Context: an optimization exercise on an open-source flow, tuned for small area, a short achievable clock period and few clock cycles per item. The choices shown serve that exercise and are no tape-out recipe. The RTL was checked by simulation tests, not by an equivalence proof against the original design. No activity file was given, so power comes from the tool's default toggle rates.

cedar:
==> flow/design.v (excerpt) <==
module muldiv_iter
#(
    parameter int XLEN     = 64,
    parameter bit WORD_OPS = 1
) (
    input  logic            clk,
    input  logic            rst,
    input  logic            flush,
    input  logic            in_valid,
    output logic            in_ready,
    input  logic [3:0]      op,
    input  logic [XLEN-1:0] rs1,
    input  logic [XLEN-1:0] rs2,
    output logic            out_valid,
    input  logic            out_ready,
    output logic [XLEN-1:0] result,
    output logic            busy
);
Settings: LEC_CHECK=0, CAP_MARGIN=20, CORE_MARGIN=2, CORE_UTILIZATION=45, SETUP_SLACK_MARGIN=5, SLEW_MARGIN=20, TNS_END_PERCENT=0; clock period 10.0 ns.
run.sh (not shown) runs the stock make flow with config.mk's settings and CLKGATE_MAP_FILE= SYNTH_SCRIPT=/design/flow/synth_recipe.tcl, a recipe that flattens the netlist after the stock synthesis.
Testbench counts of cedar, summed over its fixed seeds: cycles 31,238, items 2,400.
--- input diff cedar..amber ---
--- a/flow/design.v
+++ b/flow/design.v
@@ -148,25 +148,25 @@
         .rs2  (rs2),
         .x    (p_x),
         .y    (p_y),
         .m    (p_m),
         .a_neg(p_aneg),
         .b_neg(p_bneg)
     );
     logic         take;
     logic         cap_ok;
     logic         ov_n;
     logic [W-1:0] sum;
     logic         neg;     
-    logic         dz;      
+    logic         m_zero;
     logic         last;
     logic         dn_n;
     logic [W-2:0] m_n;
     logic [NS-1:0] ld_st;         
     logic [NS-1:0] nl_p, nl_m;    
     logic [NS-1:0] st_p;          
     logic [NS-1:0] st_m;          
     logic         n_s1, n_s2, n_s32, inv_p, cin_p;
     logic         alt;
     logic         inv_m;
     logic         dv;
     logic [2:0]   bd, be;
@@ -179,66 +179,66 @@
     endfunction
     assign take   = in_ready && in_valid && !flush && !rst;
     assign cap_ok = st[I_CAP] && (!out_valid || out_ready);
     assign q = ((b_s1 ? {m[W-2], m} : '0) | (b_s2 ? {m, 1'b0} : '0)
               | (b_s32 ? {m[W-6:0], 5'b00000} : '0)) ^ {W{b_inv}};
     assign r = {((r_s1 ? m[W-3:0] : '0) | (r_s2 ? {m[W-4:0], 1'b0} : '0)) ^ {(W-2){r_inv}},
                 r_inv, r_inv};
     assign cs_s = x ^ q ^ r;
     assign cs_c = {(x[W-2:0] & q[W-2:0]) | (x[W-2:0] & r[W-2:0]) | (q[W-2:0] & r[W-2:0]),
                    r_inv | c_inc};
     muldiv_add #(.W(W), .KS(1)) u_add (.a(cs_s), .b(cs_c), .cin(qc), .s(sum));
     assign neg    = sum[W-1];
-    assign dz     = st[I_ALIGN] && cnt[6];
+    assign m_zero = (m == '0);
     assign last   = (cnt == 7'd1);
     always_comb begin
         ld_st = '0;
         if (muldiv_pkg::is_illegal(op))  ld_st[I_CAP]  = 1'b1;
         else if (muldiv_pkg::is_mul(op)) ld_st[I_MUL]  = 1'b1;
         else                             ld_st[I_DCHK] = 1'b1;
         nl_p = '0;
         if (st[I_IDLE]) nl_p[I_IDLE] = 1'b1;
         if (st[I_MUL]) begin
             if (!last)      nl_p[I_MUL] = 1'b1;
             else if (c_fix) nl_p[I_FIX] = 1'b1;
             else            nl_p[I_CAP] = 1'b1;
         end
-        if (st[I_DCHK]) nl_p[I_ALIGN] = 1'b1;
-        if (st[I_ALIGN]) begin
-            if (!dz)                 nl_p[I_ALIGN] = 1'b1;
+        if (st[I_DCHK]) begin
+            if (!m_zero)             nl_p[I_ALIGN] = 1'b1;
             else if (c_rem && c_neg) nl_p[I_NEGX]  = 1'b1;
             else                     nl_p[I_CAP]   = 1'b1;
         end
+        if (st[I_ALIGN]) nl_p[I_ALIGN] = 1'b1;
         if (st[I_DIV]) begin
             if (cnt != 7'd0)      nl_p[I_DIV]  = 1'b1;
             else if (!c_neg)      nl_p[I_CAP]  = 1'b1;
             else if (c_rem)       nl_p[I_NEGX] = 1'b1;
             else                  nl_p[I_NEGI] = 1'b1;
         end
         if (st[I_FIX]) begin
             if (c_neg) nl_p[I_NEGX] = 1'b1;
             else       nl_p[I_CAP]  = 1'b1;
         end
         if (st[I_NEGX]) begin
             if (c_inc) nl_p[I_CAP]  = 1'b1;
             else       nl_p[I_NEGI] = 1'b1;
         end
         if (st[I_NEGI]) nl_p[I_CAP]  = 1'b1;
         if (st[I_CAP]) begin
             if (cap_ok) nl_p[I_IDLE] = 1'b1;
             else        nl_p[I_CAP]  = 1'b1;
         end
         nl_m = nl_p;
-        if (st[I_DCHK])        begin nl_m[I_ALIGN] = 1'b0; nl_m[I_DIV] = 1'b1; end
-        if (st[I_ALIGN] && !dz) begin nl_m[I_ALIGN] = 1'b0; nl_m[I_DIV] = 1'b1; end
+        if (st[I_DCHK] && !m_zero) begin nl_m[I_ALIGN] = 1'b0; nl_m[I_DIV] = 1'b1; end
+        if (st[I_ALIGN])           begin nl_m[I_ALIGN] = 1'b0; nl_m[I_DIV] = 1'b1; end
         if (st[I_DIV] && cnt == 7'd0 && c_rem) begin nl_m[I_CAP] = 1'b0; nl_m[I_NEGX] = 1'b0; nl_m[I_FIX] = 1'b1; end
         st_p = in_ready ? ld_st : nl_p;
         st_m = neg ? nl_m : nl_p;
     end
     always_comb begin
         m_n = m;
         if (in_ready)                        m_n = p_m;
         else if (st[I_ALIGN])                m_n = {m[W-6:0], 4'b0000};
         else if (st[I_DIV] && cnt != 7'd0)   m_n = {m[W-2], m[W-2:1]};
     end
     always_comb begin
         dn_n   = in_ready ? p_bneg : c_dn;
@@ -297,25 +297,25 @@
             c_dn    <= p_bneg;
             c_neg   <= !muldiv_pkg::is_mul(op) && (muldiv_pkg::is_rem(op) ? p_aneg : (p_aneg ^ p_bneg));
             c_dz    <= 1'b0;
             c_inc   <= !muldiv_pkg::is_mul(op) && p_aneg;
         end else begin
             if (st[I_MUL]) begin
                 x   <= {{4{sum[W-1]}}, sum[W-1:4]};
                 y   <= {sum[3:0], y[63:4]};
                 cnt <= cnt - 7'd1;
             end
             if (st[I_FIX] || st[I_NEGI]) x <= sum;
             if (st[I_NEGX]) x <= ~x;
-            if (dz) c_dz <= 1'b1;
+            if (st[I_DCHK] && m_zero) c_dz <= 1'b1;
             if (st[I_ALIGN]) cnt <= cnt + 7'd4;
             if (st[I_DIV]) c_inc <= 1'b0;
             if (st[I_DIV]) begin
                 if (cnt == 7'd0 && c_neg && !c_rem) x <= {{(W-63){1'b1}}, ~y[62:0], neg};
                 else                                x <= sum;
                 y <= {y[62:0], ~neg};
                 if (cnt != 7'd0) cnt <= cnt - 7'd1;
             end
         end
     end
     always_comb begin
         ov_n = out_valid && !out_ready;
### Flow results
Taking cedar as the reference point, the first-pass GRT wire length of amber rises by 2.1%. Delta (amber minus cedar): power now smaller, global-route usage now smaller. Diff amber..cedar | setup total negative slack | unchanged. cedar reports its first element of the critical path as m[4]$_DFFE_PP_ while amber reports m[11]$_DFFE_PP_. Cmp amber vs cedar: cell count lower in amber. Compared cedar against amber; sequential share of layout area within noise. Summary: with cedar as the reference, sum of routed wire length over all layers in amber moved up slightly. cedar → amber: total length of routed met2 wires +about 18%; via count of the first global-routing pass +about 5.5%. Changes observed in amber relative to cedar: utilization saw a decrease, net count of the mapped netlist saw an increase. Of amber and cedar, it is amber that has the higher post-route minimum period. The leading cell type in the layout, fill and taps excluded comes out sky130_fd_sc_hd__edfxtp_1 in one run and sky130_fd_sc_hd__nand2_1 in the other, namely in amber and cedar respectively.
Testbench counts of amber, summed over its fixed seeds: cycles 31,068, items 2,400.

==> port drivers added, routing unchanged <==
How much do the figures lean on ideal ports? The routed layouts below were timed once more, with nothing changed but the port constraints.
Step 1: set_driving_cell puts a clkbuf_16 on clk and a buf_2 on each other input, an assumption about the parent block.
Step 2, shift: input delay + t, output delay - t, t = (earliest + latest rising clock arrival at the registers) / 2. This alone moves slack from input paths to output paths.
Slacks: ideal / step 1 / step 2; pairs: ideal / step 1.
run | t (ns) | setup WS [ns] | worst hold slack (ns) | slew at the worst register clock pin (ns) | worst slew at a driven data input, ns
cedar | 0.622 | 5.029 / 5.024 / 4.515 | 0.497 / 0.497 / 0.497 | 0.07 / 0.07 | 0.10
amber | 0.618 | 4.973 / 4.973 / 4.499 | 0.512 / 0.512 / 0.512 | 0.06 / 0.06 | 0.09
After both steps every run listed still meets setup and hold. For cedar, which loses most, drivers alone change the setup slack by -0.005 ns; drivers and shift together by -0.514 ns.
